Context: an optimization exercise on an open-source flow, tuned for small area, a short achievable clock period and few clock cycles per item. The choices shown serve that exercise and are no tape-out recipe. In this exercise RTL edits were held to simulation tests only and were not proved equivalent to the original.

==> flow/design.v (outline; a module is shown in full before it is edited, if it fits) <==
// module compass_heading_hard_iron_cal: 1437 lines
module compass_heading_hard_iron_cal (
  input  logic               clk,
  input  logic               rst,
  input  logic               sample_valid,
  output logic               sample_ready,
  input  logic [1:0]         action,
  input  logic signed [15:0] mag_x,
  input  logic signed [15:0] mag_y,
  input  logic signed [15:0] mag_z,
  output logic               result_valid,
  input  logic               result_ready,
  output logic [8:0]         heading_deg,
  output logic signed [15:0] offset_x,
  output logic signed [15:0] offset_y,
  output logic signed [15:0] offset_z
);
  // ...
==> flow/run.sh <==
#!/bin/bash
# synth_recipe.tcl (not shown) runs the flow's synth.tcl, then flattens the netlist and writes it again
# the make line also repeats each setting of config.mk as NAME=value (left out here)
make -C /OpenROAD-flow-scripts/flow DESIGN_CONFIG=/design/flow/config.mk WORK_HOME=/design/flow/orfs CLKGATE_MAP_FILE= SYNTH_SCRIPT=/design/flow/synth_recipe.tcl finish
==> flow/config.mk <==
export PLATFORM = sky130hd
export DESIGN_NAME = compass_heading_hard_iron_cal
export DESIGN_NICKNAME = compass_heading_hard_iron_cal
export VERILOG_FILES = /design/flow/design.v
export SDC_FILE = /design/flow/constraint.sdc
export NUM_CORES = 4
export LEC_CHECK = 0
export CAP_MARGIN = 20
export CORE_MARGIN = 2
export CORE_UTILIZATION = 60
export CTS_CLUSTER_DIAMETER = 70
export CTS_CLUSTER_SIZE = 25
export SETUP_SLACK_MARGIN = 5
export SLEW_MARGIN = 20
==> flow/constraint.sdc <==
create_clock -name core_clock -period 9.0 [get_ports {clk}]
set_input_delay 1.8000 -clock core_clock [delete_from_list [all_inputs] [get_ports {clk}]]
set_output_delay 1.8000 -clock core_clock [all_outputs]
set_load 0.01 [all_outputs]
==> flow_summary.yaml, run 1 <==
setup_path:
  critPathArrivalTime_ns: 4.96
  timing.rr.end: "p17_code[7]"
  r2r_start: "p16_zfa"
  cpPeakStageDelay_ns: 0.45
outcome:
  status: "no timing/DRC/antenna violations"
global_route:
  grt_pass1_wl_mm: 365.9
  gr-usage-met1: 0.3931
  grt.overflow.total: 0
  grt_start_max_net_pins: 88
finish:
  n_fill_cell: 12140
  multi_input_area_sq_um: 54840
  biggestCellCategory: "multi-input combinational cells"
  bufAreaShareNonClock: 0.02703
  multi_input_area_share: 0.5567
  drive_gt1_frac: 0.06484
place:
  dpl.cell_count: 11400
  dp_hpwl_mm: 180.7
  dp_slack_ns: 3.435
floorplan:
  core_sq_um: 147800
  taps: 1930
synth:
  synthArstFlopShare: 0
  yosysMostFrequentCell: "dfxtp_1"
  yosys-top-cells-area: "dfxtp_1, ha_1, xnor2_1"
  synth_top_family_by_area: "compound AO/OA/AOI/OAI gates"
timing:
  setup_viol_count_final: 0
  tightest_slew_ns: 1.025
  hold_viol: 0
  hold_ws_ns: 0.3095
detailed_routing:
  met2_length_mm: 112.5
  wl_per_cell_um: 20.11
  first_iter_violations: 4797
min_path:
  whs_endpoint: "p5_p2"
clock_network:
  cts_tree: "done"
Testbench counts, summed over its fixed seeds: cycles 7,428, items 7,200.
==> inputs of run 2 (changes only) <==
--- a/flow/design.v
+++ b/flow/design.v
@@ -809,19 +809,19 @@
   assign s15_r15_p = !s15_r15_zf && !s15_r15_neg;
   assign s16_e = p16_p15 ? 25'd230 : ((p16_zf && !p16_zfa) ? 25'd115 : 25'd0);
   assign s16_sa = p16_ra ^ p16_rb ^ s16_e;
   assign s16_sb = {((p16_ra & p16_rb) | (p16_ra & s16_e) | (p16_rb & s16_e)), 1'b0};
   assign s16_a = s16_sa + s16_sb;
   assign s16_ah = s16_a[24:16];
   always_comb begin
     case (p16_tag)
-      2'd0:    s16_code = s16_ah + (s16_ah[8] ? 9'd360 : 9'd0);
-      2'd1:    s16_code = 9'd510;
-      2'd3:    s16_code = 9'd511;
+      2'd0:    s16_code = s16_ah;
+      2'd1:    s16_code = 9'd200;
+      2'd3:    s16_code = 9'd201;
       default: s16_code = 9'd0;
     endcase
   end
   logic [0:0] p1_v;
   logic [1:0] p1_tag;
   logic [16:0] p1_X;
   logic signed [16:0] p1_Y;
   logic [0:0] p1_g1;
@@ -1347,17 +1347,17 @@
       QW'(14): q_out = q_14;
       QW'(15): q_out = q_15;
       QW'(16): q_out = q_16;
       QW'(17): q_out = q_17;
       default: q_out = 'x;
     endcase
   end
   assign push     = p17_v && !(out_free && !q_ne);
-  assign end_out  = out_free && src_v && (src == 9'd511);
+  assign end_out  = out_free && src_v && (src == 9'd201);
   always_ff @(posedge clk) begin
     if (push && q_wr == QW'(0)) q_0 <= p17_code;
     if (push && q_wr == QW'(1)) q_1 <= p17_code;
     if (push && q_wr == QW'(2)) q_2 <= p17_code;
     if (push && q_wr == QW'(3)) q_3 <= p17_code;
     if (push && q_wr == QW'(4)) q_4 <= p17_code;
     if (push && q_wr == QW'(5)) q_5 <= p17_code;
     if (push && q_wr == QW'(6)) q_6 <= p17_code;
@@ -1387,29 +1387,29 @@
   always_ff @(posedge clk) begin
     if (rst) begin
       result_valid <= 1'b0;
       offset_x     <= '0;
       offset_y     <= '0;
       offset_z     <= '0;
     end else if (out_free) begin
       result_valid <= src_v;
-      if (src_v && src == 9'd510) begin
+      if (src_v && src == 9'd200) begin
         offset_x <= '0;
         offset_y <= '0;
         offset_z <= '0;
       end else if (end_out) begin
         offset_x <= pe_x;
         offset_y <= pe_y;
         offset_z <= pe_z;
       end
     end
   end
   always_ff @(posedge clk) begin
-    if (out_free) heading_deg <= (src[8:1] == 8'd255) ? 9'd0 : src;
+    if (out_free) heading_deg <= (src >= 9'd322) ? src - 9'd152 : ((src > 9'd190) ? 9'd0 : src);
   end
   logic          end_ld;        
   logic          cap_ok;
   logic          end_nz_next;
   assign end_cnt_next = end_cnt + CW'(cal_end) - CW'(end_ld);
   assign end_nz_next  = (end_cnt_next != '0);
   assign dirty_next   = end_nz_next && (dirty || ((end_cnt != '0) && (cal_start || cal_sample)));
   always_comb begin
==> flow/config.mk (replaced) <==
export PLATFORM = sky130hd
export DESIGN_NAME = compass_heading_hard_iron_cal
export DESIGN_NICKNAME = compass_heading_hard_iron_cal
export VERILOG_FILES = /design/flow/design.v
export SDC_FILE = /design/flow/constraint.sdc
export NUM_CORES = 4
export LEC_CHECK = 0
export CAP_MARGIN = 20
export CORE_MARGIN = 2
export CORE_UTILIZATION = 65
export CTS_CLUSTER_DIAMETER = 80
export CTS_CLUSTER_SIZE = 30
export SETUP_SLACK_MARGIN = 5
export SLEW_MARGIN = 20
==> flow_summary.yaml, run 2 <==
outcome:
  status: "no timing/DRC/antenna violations"
synth:
  syn_area_per_cell_sq_um: 9.397
  ys_types: 107
  ys_seq_area_frac: 0.3664
  synth_edf_count: 171
  synth_top_area_frac: 0.3090
  ys_top_cells_by_count: "dfxtp_1, xnor2_1, ha_1"
  syn_nets: 10580
  synth_seq_cells: 1553
  synth_top_area_cell: "dfxtp_1"
  synthArstFlopShare: 0
  ys.flop_type: "dfxtp_1"
  syn_inst: 9527
  syn_area_sq_um: 89520
  yosys_warnings: 1
  yosys-top-cells-area: "dfxtp_1, ha_1, xnor2_1"
  yosysMostFrequentCell: "dfxtp_1"
global_route:
  grt_pass1_vias: 66690
  grt_pass1_wl_mm: 363.5
  grtUsageTotal: 0.3214
  grt_start_max_net_pins: 107
  grt_antenna_before_repair: 12
  grt.overflow.total: 0
setup_path:
  r2r_start: "q_rd[0]"
  critPathArrivalTime_ns: 4.57
  cpPeakStageDelay_ns: 0.46
  start_kind: "flip-flop"
  cp.required_ns: 9.65
  r2r_cells: 16
  crit_type: "flip-flop to flip-flop"
  path_cells: "ha_4 > and3_1 > ha_4 > a222oi_1 > o211ai_1 > nor4_2 > a21oi_2 > nor3_2 > o21bai_4 > buf_12 > nor4_4 > buf_4 > buf_12 > buf_16 > nand3_1 > a21oi_1"
  timing.rr.end: "offset_z[14]"
  cpMaxStageDelayCell: "nor4_2"
  cp-end-kind: "flip-flop"
  r2r_setup_slack_ns: 5.09
  crit_family: "simple AND/OR/NAND/NOR gates"
  crit_buf_inv: 4
  worst-path-max-fanout: 24
floorplan:
  die_area_sq_um: 140700
  core_sq_um: 137200
  io_pins: 113
  start_util: 0.6527
  num_rows: 136
  die_w_um: 375.1
  fp.dieH_um: 375.1
min_path:
  whs_endpoint: "p12_p6"
  hold_class: "flip-flop to flip-flop"
  hold_depth: 0
  holdCritStartpoint: "p11_p6"
clock_network:
  root_buffer: "clkbuf_16"
  clockBufferDepth: 3
  cts_buffers: 81
  cts_tree: "done"
  clk_pin_slew_ns: 0.11
  h-tree-depth: 3
  clkSinkCount: 1553
  postCtsHoldBufs: 0
  clkLatencyLatePin_ns: 0.73
timing:
  hold_viol: 0
  postLayoutSetupSlackWorst_ns: 5.088
  setup_viol_count_final: 0
  grt_setup_unrepaired: "yes"
  tightest_slew_ns: 1.058
  skew_ns: 0.02922
  finalCritPeriodShare: 0.4346
  hold_ws_ns: 0.3249
  slew_viol_final: 0
  min_period_ns: 3.912
  setup_tns_ns: 0
  fmax_mhz: 255.7
  slew_headroom: 0.2884
detailed_routing:
  first_pass_iters: 6
  first_iter_violations: 5384
  drc: 0
  wl_mm: 233.7
  vias_per_cell: 6.010
  ant_nets: 0
  num_vias: 68990
  wl_per_cell_um: 20.36
finish:
  finalNetCount: 10660
  final_cell_mix: "dfxtp_1, xnor2_1, ha_1"
  instances_no_fill: 11480
  drive_gt1_frac: 0.05438
  area_growth_pct: 8.679
  layout_commonest_cell: "dfxtp_1"
run:
  maxCapViolations: 0
place:
  dp_hpwl_mm: 179.1
  portBuffers: 112
  dpl.cell_count: 11230
  dp_slack_ns: 3.862
  gp_congestion: 0.9574
==> run 2: layout make-up <==
cell class	count	area (sq um)
diodes	13	32.53
clock buffers	90	2123
clock inverters	57	813.3
fillers	10670	39860
inverters	425	1599
multi-input cells	7305	54970
flip-flops and latches	1553	32850
well taps	1794	2245
repair buffers	243	2663
==> run 2: metrics by stage <==
step	instance area, sq um	util
2_1_floorplan	89630	-
3_3_place_gp	92280	0.6728
3_5_place_dp	92280	0.6728
4_1_cts	96020	0.7001
5_1_grt	97280	0.7093
6_report	97290	0.7094
==> run 2: how the worst max path moves through the flow <==
stage                          from      endpoint  slack, ns  cells after the start
final                       q_rd[0]  offset_z[14]       5.09                     16
after CTS                  p8_Y[32]      p9_Y[33]       5.00                     14
after floorplan            mag_z[1]      mx_z[10]       5.00                     13
after global placement     mag_x[1]      mn_x[11]       3.91                     12
after global routing      p11_Y[32]     p12_Y[31]       4.95                     13
after detailed placement   mag_y[9]       mn_y[3]       3.86                     13
==> run 2: logic make-up after synthesis <==
family	share of synthesized area
AO/OA/AOI/OAI	0.1576
multiplexers	0.01540
buffers and inverters	0.02939
other	0.00004189
XOR/XNOR	0.1504
AND/OR/NAND/NOR	0.1363
adder cells (fa/ha/maj)	0.1445
flip-flops	0.3664
==> run 2: repair_timing <==
action | in CTS | in global routing
setup endpoints to repair | 343 | 393
pin swaps | 10 | 32
gates resized for setup | 86 | 126
cloned | 3 | 3
setup buffers | 27 | 61
==> run 2: layer usage <==
layer / part of all wire / global-route usage
met1: 0.43 / 0.4166
met2: 0.47 / 0.5525
met3: 0.051 / 0.03137
met4: 0.041 / 0.1253
met5: 0 / 0
Testbench counts of run 2, summed over its fixed seeds: cycles 7,428, items 7,200.
==> inputs of run 3 (changes only) <==
--- a/flow/config.mk
+++ b/flow/config.mk
@@ -9,6 +9,6 @@
 export CORE_MARGIN = 2
 export CORE_UTILIZATION = 65
-export CTS_CLUSTER_DIAMETER = 80
-export CTS_CLUSTER_SIZE = 30
+export CTS_CLUSTER_DIAMETER = 70
+export CTS_CLUSTER_SIZE = 25
 export SETUP_SLACK_MARGIN = 5
 export SLEW_MARGIN = 20
==> flow_summary.yaml, run 3 <==
outcome:
  status: "no timing/DRC/antenna violations"
min_path:
  hold_class: "flip-flop to flip-flop"
  holdCritStartpoint: "p7_tag[0]"
synth:
  yosysMostFrequentCell: "dfxtp_1"
  syn_nets: 10580
  ys.flop_type: "dfxtp_1"
  synth_seq_cells: 1553
  yosys_warnings: 1
  yosys.area_share.simple: 0.1363
  synth.mux.area_fraction: 0.01540
  ys_top_cells_by_count: "dfxtp_1, xnor2_1, ha_1"
  ys_types: 107
  synth_top_area_cell: "dfxtp_1"
  synth_compound_area_frac: 0.1576
  ys_seq_area_frac: 0.3664
  syn_inst: 9527
  synthArstFlopShare: 0
  synthAdderAreaFrac: 0.1445
  syn_area_per_cell_sq_um: 9.397
  synth_xor_xnor_area_share: 0.1504
  synth_top_area_frac: 0.3090
  syn_area_sq_um: 89520
  synth_edf_count: 171
  yosys-top-cells-area: "dfxtp_1, ha_1, xnor2_1"
  synth_top_family_by_area: "compound AO/OA/AOI/OAI gates"
floorplan:
  die_area_sq_um: 140700
  fp.dieH_um: 375.1
  die_w_um: 375.1
  core_sq_um: 137200
  start_util: 0.6527
  num_rows: 136
  io_pins: 113
detailed_routing:
  wl_per_cell_um: 20.41
  first_pass_iters: 8
  num_vias: 69240
  met2_length_mm: 111.3
  ant_nets: 0
  first_iter_violations: 5198
  wl_mm: 235.0
  drc: 0
  wl_met3_mm: 12.60
  drt-met1-wl_mm: 101.3
  vias_per_cell: 6.013
  dr.max_layer_used: "met4"
timing:
  grt_setup_unrepaired: "yes"
  setup_viol_count_final: 0
  finalCritPeriodShare: 0.4336
  skew_ns: 0.04639
  slew_viol_final: 0
  hold_viol: 0
  tightest_slew_ns: 1.106
  slew_headroom: 0.2598
  setup_tns_ns: 0
  min_period_ns: 3.903
  postLayoutSetupSlackWorst_ns: 5.097
  fmax_mhz: 256.2
global_route:
  grt_antenna_before_repair: 12
  grt_pass1_wl_mm: 365.3
  grt_pass1_vias: 67180
  grt.overflow.total: 0
  grtUsageTotal: 0.3230
  grt_start_max_net_pins: 107
setup_path:
  worst-path-max-fanout: 24
  r2r_start: "q_rd[1]"
  start_kind: "flip-flop"
  critPathArrivalTime_ns: 4.48
  startpoint: "q_rd[1]"
  cp-end-kind: "flip-flop"
  crit_type: "flip-flop to flip-flop"
  cp.required_ns: 9.58
place:
  place_area_sq_um: 92280
  gp_congestion: 0.9574
  portBuffers: 112
  dp_hpwl_mm: 179.1
  dp_slack_ns: 3.862
finish:
  final_cell_mix: "dfxtp_1, xnor2_1, ha_1"
  drive_gt1_frac: 0.05776
  area_growth_pct: 9.511
  layout_commonest_cell: "dfxtp_1"
  postLayoutCellArea_sq_um: 98040
  finalNetCount: 10680
clock_network:
  clkSinkCount: 1553
  cts_tree: "done"
  postCtsHoldBufs: 0
  cts_buffers: 104
  root_buffer: "clkbuf_16"
  clkLatencyLatePin_ns: 0.76
  h-tree-depth: 3
  clockBufferDepth: 3
  clk_pin_slew_ns: 0.09
run:
  maxCapViolations: 0
-- run 3: cell counts after synthesis --
Identical to the previous run, type by type.
-- run 3: critical path: stages (launching register included) --
cell	delay, ns
dfxtp_1	0.45
inv_1	0.12
ha_2	0.32
nand2b_2	0.25
a21oi_1	0.14
nor4_4	0.52
buf_4	0.21
buf_4	0.11
a21oi_1	0.07
a31oi_2	0.40
o21bai_4	0.40
nor4_4	0.05
buf_4	0.18
buf_12	0.15
buf_8	0.17
nand3_1	0.10
a21oi_1	0.07
-- run 3: repair_timing --
item / CTS / global route
gates cloned: 4 / 4
pin swaps: 9 / 27
setup endpoints to repair: 341 / 375
setup buffers: 28 / 57
gates resized for setup: 88 / 123
-- run 3: cell type report --
type / count / area, sq um
Clock buffer: 118 / 2718
Inverter: 425 / 1599
Antenna cell: 9 / 22.52
Tap cell: 1794 / 2245
Clock inverter: 71 / 1086
Multi-Input combinational cell: 7308 / 54990
Sequential cell: 1553 / 32850
Fill cell: 10610 / 39120
Timing Repair Buffer: 238 / 2527
-- run 3: logic make-up (layout without fill, tap and decap cells) --
| family | Yosys count | in the layout |
|---|---|---|
| flops | 1553 | 1553 |
| compound gates | 2179 | 2180 |
| mux | 134 | 134 |
| xor+xnor | 1537 | 1537 |
| other cells | 1 | 10 |
| fa+ha+maj | 998 | 998 |
| simple gates | 2454 | 2458 |
| buf+inv | 671 | 852 |
-- run 3: through the flow --
| stage | hold WS [ns] | std cells | util |
|---|---|---|---|
| finish | 0.3231 | 11520 | 0.7148 |
| global route | 0.3328 | 11520 | 0.7148 |
| CTS | 0.3225 | 11450 | 0.7062 |
| detailed placement | 0.3121 | 11230 | 0.6728 |
| global placement | 0.3096 | 11230 | 0.6728 |
| floorplan | 0.3096 | 9527 | - |
-- run 3: routing by layer --
layer | GRT usage | vias up
met5 | 0 | -
met4 | 0.1243 | 0
li1 | - | 33880
met2 | 0.5563 | 1961
met3 | 0.03247 | 456
met1 | 0.4176 | 32950
-- run 3: worst paths after layout --
| check | end | cells after the start | slack [ns] |
|---|---|---|---|
| setup / recovery | offset_x[2] | 16 | 5.10 |
| hold / removal | p8_tag[0] | 0 | 0.32 |
| setup reg to reg | offset_x[2] | 16 | 5.10 |
| hold reg to reg | p8_tag[0] | 0 | 0.32 |
==> inputs of run 4 (changes only) <==
--- a/flow/config.mk
+++ b/flow/config.mk
@@ -6,5 +6,5 @@
 export NUM_CORES = 4
 export LEC_CHECK = 0
-export CAP_MARGIN = 20
+export CAP_MARGIN = 0
 export CORE_MARGIN = 2
 export CORE_UTILIZATION = 65
@@ -12,3 +12,3 @@
 export CTS_CLUSTER_SIZE = 25
 export SETUP_SLACK_MARGIN = 5
-export SLEW_MARGIN = 20
+export SLEW_MARGIN = 0
==> flow_summary.yaml, run 4 <==
setup_path:
  cp-end-kind: "flip-flop"
  start_kind: "flip-flop"
  timing.rr.end: "p16_rb[5]"
  worst-path-max-fanout: 8
  r2r_setup_slack_ns: 5.09
  cp.required_ns: 9.62
  r2r_cells: 11
  r2r_start: "p15_Y[22]"
  critPathArrivalTime_ns: 4.53
  crit_type: "flip-flop to flip-flop"
clock_network:
  clockBufferDepth: 3
  postCtsHoldBufs: 0
  cts_tree: "done"
  h-tree-depth: 3
  clkLatencyLatePin_ns: 0.76
  root_buffer: "clkbuf_16"
  cts_buffers: 105
  clk_pin_slew_ns: 0.09
  clkSinkCount: 1553
synth:
  synth_top_area_cell: "dfxtp_1"
  ys.flop_type: "dfxtp_1"
  syn_area_sq_um: 89520
  synthArstFlopShare: 0
  ys_types: 107
  syn_nets: 10580
  ys_top_cells_by_count: "dfxtp_1, xnor2_1, ha_1"
  yosys-top-cells-area: "dfxtp_1, ha_1, xnor2_1"
  synth_compound_area_frac: 0.1576
  synthAdderAreaFrac: 0.1445
  synth_xor_xnor_area_share: 0.1504
  synth_seq_cells: 1553
  syn_area_per_cell_sq_um: 9.397
  synth_top_area_frac: 0.3090
  synth_edf_count: 171
  yosys_warnings: 1
  synth_top_family_by_area: "compound AO/OA/AOI/OAI gates"
  yosysMostFrequentCell: "dfxtp_1"
  ys_seq_area_frac: 0.3664
  synth.mux.area_fraction: 0.01540
  yosys.area_share.simple: 0.1363
  syn_inst: 9527
finish:
  area_growth_pct: 9.346
  drive_gt1_frac: 0.05666
  finalNetCount: 10670
  layout_commonest_cell: "dfxtp_1"
  instances_no_fill: 11510
  postLayoutCellArea_sq_um: 97890
  final_cell_mix: "dfxtp_1, xnor2_1, ha_1"
detailed_routing:
  num_vias: 69010
  vias_per_cell: 5.997
  first_pass_iters: 6
  wl_per_cell_um: 20.34
  ant_nets: 0
  first_iter_violations: 5253
  wl_mm: 234.1
  drc: 0
min_path:
  holdCritStartpoint: "p11_p6"
  hold_class: "flip-flop to flip-flop"
  whs_endpoint: "p12_p6"
  hold_depth: 0
place:
  portBuffers: 112
  dpl.cell_count: 11230
  gp_congestion: 0.9574
  place_area_sq_um: 92280
  dp_hpwl_mm: 179.1
floorplan:
  die_area_sq_um: 140700
  fp.dieH_um: 375.1
  io_pins: 113
  core_sq_um: 137200
  die_w_um: 375.1
  start_util: 0.6527
  num_rows: 136
timing:
  setup_tns_ns: 0
  setup_viol_count_final: 0
  skew_ns: 0.03844
  finalCritPeriodShare: 0.4344
  fmax_mhz: 255.8
  hold_viol: 0
  slew_viol_final: 0
  min_period_ns: 3.910
  slew_headroom: 0.2615
  grt_setup_unrepaired: "no"
  tightest_slew_ns: 1.104
global_route:
  grt.overflow.total: 0
  grt_start_max_net_pins: 107
  grtUsageTotal: 0.3225
  grt_pass1_wl_mm: 364.8
  grt_pass1_vias: 66880
  grt_antenna_before_repair: 9
run:
  maxCapViolations: 0
outcome:
  status: "no timing/DRC/antenna violations"
==> run 4: changes by cell type in the layout (fill, tap and decap cells not counted), moves of 3 or more <==
cell / before / now
buf_4: 87 / 77
bufinv_16: 7 / 3
clkinv_4: 1 / 5
a21oi_1: 675 / 672
a21oi_2: 17 / 20
clkbuf_1: 10 / 13
inv_12: 9 / 12
inv_8: 11 / 8
o21ai_0: 368 / 365
o21ai_1: 19 / 22
==> run 4: what timing repair did <==
item                       4_1_cts  5_1_grt
pin swaps                        9       29
gates cloned                     4        2
setup endpoints to repair      353      389
setup buffers                   28       48
gates resized for setup         88      126
==> run 4: area by class of cell <==
class | count | area, sq um
well taps | 1794 | 2245
diodes | 7 | 17.52
fillers | 10700 | 39260
clock buffers | 122 | 2731
repair buffers | 229 | 2486
multi-input cells | 7306 | 54960
flip-flops and latches | 1553 | 32850
clock inverters | 72 | 1003
inverters | 425 | 1599
==> run 4: per-layer routing <==
layer | wire [um] | share of wire | vias to the layer above | track usage
met5 | 0 | 0 | - | 0
met4 | 9648 | 0.041 | 0 | 0.1228
met3 | 11390 | 0.049 | 444 | 0.03206
met2 | 111300 | 0.48 | 1870 | 0.5552
met1 | 101800 | 0.43 | 32870 | 0.4179
li1 | - | - | 33830 | -
==> run 4: worst max-delay path by stage <==
stage	from	to	slack (ns)	cells after the start
final	p15_Y[22]	p16_rb[5]	5.09	11
after global routing	p9_Y[34]	p10_Y[33]	4.98	14
after CTS	q_rd[0]	offset_y[6]	5.00	14
after detailed placement	mag_y[9]	mn_y[3]	3.86	13
after global placement	mag_x[1]	mn_x[11]	3.91	12
after floorplan	mag_z[1]	mx_z[10]	5.00	13
==> run 4: worst max-delay path, stage by stage (launching register included) <==
cell	delay, ns
dfxtp_1	0.33
nor4_1	0.42
nand4_1	0.44
o21bai_4	0.37
or2_2	0.22
ha_1	0.25
a21oi_1	0.27
inv_1	0.10
fa_1	0.43
inv_1	0.08
fa_1	0.44
fa_1	0.45
==> run 4: per-stage QoR <==
step                      setup WS [ns]  hold WS (ns)  utilization
final                             5.090        0.3212       0.7137
after global routing              4.976        0.3306       0.7137
after CTS                         4.997        0.3299       0.7059
after detailed placement          3.856        0.3121       0.6728
after global placement            3.911        0.3096       0.6728
after floorplan                   4.997        0.3096            -
==> run 4: logic make-up (layout without fill, tap and decap cells) <==
kind of cell	after synthesis	count (layout)
and+or+nand+nor	2454	2457
AOI/OAI and AO/OA	2179	2179
DFF	1553	1553
xor gates and xnor gates	1537	1537
adders and majority gates	998	998
buffers and inverters	671	848
muxes	134	134
other	1	8
==> inputs of run 5 (changes only) <==
--- a/flow/config.mk
+++ b/flow/config.mk
@@ -6,9 +6,9 @@
 export NUM_CORES = 4
 export LEC_CHECK = 0
-export CAP_MARGIN = 0
+export CAP_MARGIN = 10
 export CORE_MARGIN = 2
-export CORE_UTILIZATION = 65
-export CTS_CLUSTER_DIAMETER = 70
-export CTS_CLUSTER_SIZE = 25
+export CORE_UTILIZATION = 68
+export CTS_CLUSTER_DIAMETER = 75
+export CTS_CLUSTER_SIZE = 27
 export SETUP_SLACK_MARGIN = 5
-export SLEW_MARGIN = 0
+export SLEW_MARGIN = 10
==> flow_summary.yaml, run 5 <==
timing:
  slew_viol_final: 0
  setup_viol_count_final: 0
  min_period_ns: 3.942
  setup_tns_ns: 0
  hold_ws_ns: 0.3178
  tightest_slew_ns: 1.196
  grt_setup_unrepaired: "yes"
  slew_headroom: 0.1994
  fmax_mhz: 253.7
  hold_viol: 0
  finalCritPeriodShare: 0.4380
  postLayoutSetupSlackWorst_ns: 5.058
  skew_ns: 0.02664
floorplan:
  die_area_sq_um: 134600
  io_pins: 113
  core_sq_um: 131100
  fp.dieH_um: 366.8
  die_w_um: 366.8
  start_util: 0.6827
  num_rows: 133
setup_path:
  cpPeakStageDelay_ns: 0.37
  r2r_setup_slack_ns: 5.06
  crit_type: "flip-flop to flip-flop"
  crit_end: "offset_y[3]"
  r2r_cells: 15
  cpMaxStageDelayCell: "nor4_4"
  start_kind: "flip-flop"
  crit_family: "compound AO/OA/AOI/OAI gates"
  timing.rr.end: "offset_y[3]"
  cp.depth: 15
  crit_buf_inv: 4
  critPathArrivalTime_ns: 4.62
  worst-path-max-fanout: 35
  r2r_start: "q_rd[2]"
  path_cells: "buf_4 > and3_1 > ha_4 > a221o_1 > a221oi_2 > nand3_1 > a211oi_2 > a31oi_4 > inv_2 > nand4_4 > nor4_4 > buf_4 > buf_8 > nand3_1 > a21oi_1"
  cp-end-kind: "flip-flop"
  startpoint: "q_rd[2]"
  cp.required_ns: 9.68
synth:
  syn_area_sq_um: 89520
  ys_seq_area_frac: 0.3664
  syn_area_per_cell_sq_um: 9.397
  ys_types: 107
  synth_top_area_cell: "dfxtp_1"
  synth_seq_cells: 1553
  synth_top_area_frac: 0.3090
  yosys-top-cells-area: "dfxtp_1, ha_1, xnor2_1"
  ys.flop_type: "dfxtp_1"
  synthArstFlopShare: 0
  syn_nets: 10580
  synth_edf_count: 171
  yosysMostFrequentCell: "dfxtp_1"
  ys_top_cells_by_count: "dfxtp_1, xnor2_1, ha_1"
  yosys_warnings: 1
  syn_inst: 9527
place:
  gp_congestion: 0.9725
  dp_hpwl_mm: 178.6
  dp_slack_ns: 3.829
  portBuffers: 112
finish:
  drive_gt1_frac: 0.05582
  layout_commonest_cell: "dfxtp_1"
  n_fill_cell: 9709
  final_cell_mix: "dfxtp_1, xnor2_1, ha_1"
  area_growth_pct: 8.882
  finalNetCount: 10660
global_route:
  grt.overflow.total: 0
  grt_pass1_vias: 67180
  grtUsageTotal: 0.3364
  grt_pass1_wl_mm: 365.3
  grt_start_max_net_pins: 110
  grt_antenna_before_repair: 12
min_path:
  holdCritStartpoint: "p13_p11"
  hold_class: "flip-flop to flip-flop"
clock_network:
  h-tree-depth: 3
  clockBufferDepth: 3
  clk_pin_slew_ns: 0.10
  cts_tree: "done"
  cts_buffers: 94
  root_buffer: "clkbuf_16"
  clkSinkCount: 1553
  clkLatencyLatePin_ns: 0.75
  postCtsHoldBufs: 0
detailed_routing:
  wl_met3_mm: 13.66
  ant_nets: 0
  vias_per_cell: 6.094
  met2_length_mm: 111.1
  first_iter_violations: 5933
  wl_mm: 235.5
  num_vias: 69830
  dr.max_layer_used: "met4"
  wl_per_cell_um: 20.55
  drc: 0
  drt-met1-wl_mm: 99.99
  first_pass_iters: 5
run:
  maxCapViolations: 0
outcome:
  status: "no timing/DRC/antenna violations"
run 5: cell counts after synthesis:
Identical to the previous run, type by type.
run 5: cells by family (layout without fill, tap and decap cells):
family	after synthesis	in the layout	share of synthesized area
AND/OR/NAND/NOR	2454	2458	0.1363
AO/OA/AOI/OAI	2179	2182	0.1576
flip-flops	1553	1553	0.3664
XOR/XNOR	1537	1537	0.1504
adder cells (fa/ha/maj)	998	998	0.1445
buffers and inverters	671	828	0.02939
multiplexers	134	134	0.01540
other	1	14	0.00004189
run 5: repair_timing:
| item | 4_1_cts | 5_1_grt |
|---|---|---|
| setup endpoints to repair | 346 | 331 |
| gates cloned | 6 | 4 |
| gates resized for setup | 84 | 119 |
| setup buffers | 30 | 43 |
| pin swaps | 13 | 28 |
run 5: worst min path at each step:
stage           endpoint  slack (ns)  cells past startpoint
3_5_place_dp      p13_p1        0.31                      0
6_report         p14_p11        0.32                      0
5_1_grt        p13_zi[3]        0.32                      0
3_3_place_gp      p14_p2        0.31                      0
2_1_floorplan     p10_g1        0.31                      0
4_1_cts          p14_p10        0.31                      0
run 5: area by class of cell:
type	instances	area, sq um	share of cell area
antenna	13	32.53	0.0003337
clock buffer	106	2479	0.02543
inverter	425	1599	0.01640
tap	1755	2196	0.02253
sequential	1553	32840	0.3370
timing repair buffer	228	2406	0.02468
multi-input combinational	7310	54950	0.5638
clock inverter	69	965.9	0.009910
run 5: worst reg2reg max path: stages, from the launching register on:
cell      delay [ns]
dfxtp_1         0.32
buf_4           0.26
and3_1          0.28
ha_4            0.23
a221o_1         0.36
a221oi_2        0.22
nand3_1         0.17
a211oi_2        0.36
a31oi_4         0.20
inv_2           0.12
nand4_4         0.15
nor4_4          0.37
buf_4           0.28
buf_8           0.26
nand3_1         0.13
a21oi_1         0.17
run 5: through the flow:
stage / util / area (sq um) / instances
2_1_floorplan: - / 89630 / 9527
3_3_place_gp: 0.7035 / 92250 / 11190
3_5_place_dp: 0.7035 / 92250 / 11190
4_1_cts: 0.7359 / 96500 / 11400
5_1_grt: 0.7433 / 97470 / 11460
6_report: 0.7433 / 97470 / 11460
run 5: routing by layer:
| metal | track usage | vias to the layer above |
|---|---|---|
| met4 | 0.1397 | 0 |
| met1 | 0.4371 | 33200 |
| met5 | 0 | - |
| li1 | - | 33850 |
| met2 | 0.5674 | 2267 |
| met3 | 0.04023 | 507 |

[port drivers added, routing unchanged]
No port has a modelled driver above. Below, the same layouts with a new extraction and two added sets of constraints. Step 1: set_driving_cell puts a clkbuf_16 on clk and a buf_2 on each other input, an assumption about the parent block. Step 2 times the ports against the registers' clock, not the clock port: input delays grow and output delays shrink by t, the midpoint of the rising clock arrivals with the driver on. Three values: no drivers, after step 1, after step 2; two values: the first two.
| run | t, ns | setup WS [ns] | worst register clock-pin slew, ns |
|---|---|---|---|
| run 1 | 0.817 | 4.671 / 4.671 / 4.265 | 0.10 / 0.10 |
| run 2 | 0.797 | 5.088 / 5.088 / 4.385 | 0.11 / 0.11 |
| run 3 | 0.816 | 5.097 / 5.097 / 4.352 | 0.10 / 0.10 |
| run 4 | 0.816 | 5.090 / 5.083 / 4.268 | 0.10 / 0.10 |
| run 5 | 0.817 | 5.058 / 5.058 / 4.250 | 0.11 / 0.11 |
After both steps every run listed still meets setup and hold. For run 4, which loses most, drivers alone change the setup slack by -0.007 ns; drivers and shift together by -0.822 ns.
